What follows belongs to an exercise in optimizing a design on an open flow for small area and a short achievable clock period; a production flow would make more cautious choices.
Function was checked by simulation only, so behaviour that the tests miss may differ from the original.
Power figures rest on the tool's default switching activity, not on a simulated workload.

## alu_top
module alu_top (
    input  logic                       clk,
    input  logic                       reset,
    input  logic                       enable,
    input  logic [2+4-1:0] op,
    input  logic [32-1:0]      opA,
    input  logic [32-1:0]      opB,
    input  logic                       cIn,
    output logic [32-1:0]      result,
    output logic [6-1:0] flags,
    output logic                       outValid
);
    logic [1:0] unit;
    logic [3:0] fn;
    assign unit = op[5:4];
    assign fn   = op[3:0];
    logic isArith, isLogic, isBits;
    assign isArith = (unit == 2'b01) && (fn < 4'd12);
    assign isLogic = (unit == 2'b10) && (fn < 4'd10);
    assign isBits  = (unit == 2'b11) && (fn < 4'd10);
    logic        useB, invY, invX, addC, selP, selG;
    logic [31:0] x, y, p, g, sum;
    logic        cout;
    assign useB = unit[1] ? ~(fn[3] & fn[0]) : (fn[3] | ~(fn[2] ^ fn[1]));
    assign invY = unit[1] ? (fn[3] | fn[2] | (fn[1] & fn[0]))
                          : (fn[3] | (fn[2] & fn[1]) | (~fn[2] & fn[0]));
    assign invX = unit[1] ? (~fn[3] & (fn[2] ? (~fn[1] & ~fn[0]) : (fn[1] & fn[0])))
                          : (~fn[3] & fn[2] & ~fn[1]);
    assign addC = fn[3] | fn[2] | (fn[1] ? ~fn[0] : (cIn ^ fn[0]));
    assign selP = isLogic & (fn != 4'd0) & (fn != 4'd4) & (fn != 4'd6);
    assign selG = isLogic & ((fn == 4'd0) | (fn == 4'd1) | (fn == 4'd3) | (fn == 4'd4)
                           | (fn == 4'd6) | (fn == 4'd7));
    assign x = opA ^ {32{invX}};
    assign y = (opB & {32{useB}}) ^ {32{invY}};
    assign p = x ^ y;
    assign g = x & y;
    logic [31:0] G, P;
    always_comb begin
        G = g;
        P = p;
        G[0] = g[0] | (p[0] & addC);
        for (int l = 0; l < 5; l++) begin
            for (int i = 0; i < 32; i++) begin
                if ((i >> l) & 1) begin
                    G[i] = G[i] | (P[i] & G[((i >> l) << l) - 1]);
                    P[i] = P[i] & P[((i >> l) << l) - 1];
                end
            end
        end
    end
    assign sum  = p ^ {G[30:0], addC};
    assign cout = G[31];
    logic addCarry, addOvf;
  ...
export LEC_CHECK = 0
export ABC_AREA = 1
export CAP_MARGIN = 20
export CORE_MARGIN = 2
export CORE_UTILIZATION = 40
export SETUP_SLACK_MARGIN = 4.5
export SLEW_MARGIN = 20
create_clock -name core_clock -period 10.5 [get_ports {clk}]
standard.sh (not shown) runs the stock make flow with config.mk's settings and CLKGATE_MAP_FILE= SYNTH_SCRIPT=/design/flow/synth_recipe.tcl, a recipe that flattens the netlist after the stock synthesis.
==> flow/flow/run.sh <==
#!/bin/bash
# The standard layout, with two changes: no full/half adder cells
# (ADDER_MAP_FILE left empty, so ABC maps the adder logic itself), and plain
# buffers (instead of the slow delay-cell default) buffer the ports.
set -euo pipefail
export BUFFER_PORTS_ARGS="-buffer_cell sky130_fd_sc_hd__buf_2"
bash standard.sh ADDER_MAP_FILE= finish > standard_flow.log 2>&1
Then changed:
--- a/flow/design.v
+++ b/flow/design.v
@@ -133,15 +133,23 @@
     always_comb begin
         G = g;
         P = p;
         G[0] = g[0] | (p[0] & addC);
         for (int l = 0; l < 5; l++) begin
             for (int i = 0; i < 32; i++) begin
-                if ((i >> l) & 1) begin
-                    G[i] = G[i] | (P[i] & G[((i >> l) << l) - 1]);
-                    P[i] = P[i] & P[((i >> l) << l) - 1];
+                if ((i % (2 << l)) == (2 << l) - 1) begin
+                    G[i] = G[i] | (P[i] & G[i - (1 << l)]);
+                    P[i] = P[i] & P[i - (1 << l)];
+                end
+            end
+        end
+        for (int l = 3; l >= 0; l--) begin
+            for (int i = 0; i < 32; i++) begin
+                if ((i % (2 << l)) == (1 << l) - 1 && i >= (2 << l)) begin
+                    G[i] = G[i] | (P[i] & G[i - (1 << l)]);
+                    P[i] = P[i] & P[i - (1 << l)];
                 end
             end
         end
     end
     assign sum  = p ^ {G[30:0], addC};
     assign cout = G[31];
@@ -183,41 +191,28 @@
         end
         rot = t;
         for (int i = 0; i < 32; i++) shiftRes[i] = left ? rot[31-i] : rot[i];
     end
     logic [5:0] tz;
     always_comb begin
-        logic [31:0] v1;
-        logic [15:0] v2;
-        logic [7:0]  v4;
-        logic [3:0]  v8;
-        logic [1:0]  v16;
-        logic [0:0]  c2  [16];
-        logic [1:0]  c4  [8];
-        logic [2:0]  c8  [4];
-        logic [3:0]  c16 [2];
-        logic [4:0]  c32;
-        v1 = xin;
-        for (int i = 0; i < 16; i++) begin
-            v2[i] = v1[2*i] | v1[2*i+1];
-            c2[i] = ~v1[2*i];
-        end
-        for (int i = 0; i < 8; i++) begin
-            v4[i] = v2[2*i] | v2[2*i+1];
-            c4[i] = v2[2*i] ? {1'b0, c2[2*i]} : {1'b1, c2[2*i+1]};
-        end
-        for (int i = 0; i < 4; i++) begin
-            v8[i] = v4[2*i] | v4[2*i+1];
-            c8[i] = v4[2*i] ? {1'b0, c4[2*i]} : {1'b1, c4[2*i+1]};
-        end
-        for (int i = 0; i < 2; i++) begin
-            v16[i] = v8[2*i] | v8[2*i+1];
-            c16[i] = v8[2*i] ? {1'b0, c8[2*i]} : {1'b1, c8[2*i+1]};
-        end
-        c32 = v16[0] ? {1'b0, c16[0]} : {1'b1, c16[1]};
-        tz  = (v16[0] | v16[1]) ? {1'b0, c32} : 6'd32;
+        logic [15:0] v16;
+        logic [7:0]  v8;
+        logic [3:0]  v4;
+        logic [1:0]  v2;
+        logic        z16, z8, z4, z2, z1, zAll;
+        z16 = ~|xin[15:0];
+        v16 = z16 ? xin[31:16] : xin[15:0];
+        z8  = ~|v16[7:0];
+        v8  = z8 ? v16[15:8] : v16[7:0];
+        z4  = ~|v8[3:0];
+        v4  = z4 ? v8[7:4] : v8[3:0];
+        z2  = ~|v4[1:0];
+        v2  = z2 ? v4[3:2] : v4[1:0];
+        z1  = ~v2[0];
+        zAll = z16 & ~|xin[31:16];
+        tz = zAll ? 6'd32 : {1'b0, z16, z8, z4, z2, z1};
     end
     logic [5:0] pc;
     always_comb begin
         logic [1:0] p2 [16];
         logic [2:0] p3 [8];
         logic [3:0] p4 [4];
=>
- The changed run completed with no timing, DRC or antenna violations
- count of clock-buffer cells in the layout rises by 1
- flip-flop and latch count is unchanged
- total power falls slightly
- routed wire length is about the same
- via count falls slightly
- design area falls by a few percent
- worst setup slack loses 0.046 ns
- global-route usage rises by 0.38 points
- sequential power hardly moves
- combinational power falls by a few percent
- core utilization falls by 0.67 points
- clock power rises by roughly a tenth
- hold slack barely changes
- area after synthesis falls slightly

## what the ideal ports hide
Ports are ideal in the flow. The routed layouts listed here were re-timed in OpenROAD.
Step 1 assumes that a clkbuf_16 drives the clock port and a buf_2 every other input.
Step 2 also shifts input and output timing later by t, the mid clock arrival at the registers, as if the neighbouring blocks saw the same clock.
Slacks: ideal / step 1 / step 2; pairs: ideal / step 1.
run	t (ns)	setup slack, ns	clock arrival spread, ns
the first run	0.324	4.760 / 4.774 / 4.451	0.010 / 0.009
the second run	0.328	4.715 / 4.731 / 4.403	0.009 / 0.010
After both steps every run listed still meets setup and hold. The setup slack of the second run, which loses most, moves by +0.016 ns with the drivers and by -0.312 ns with both steps.
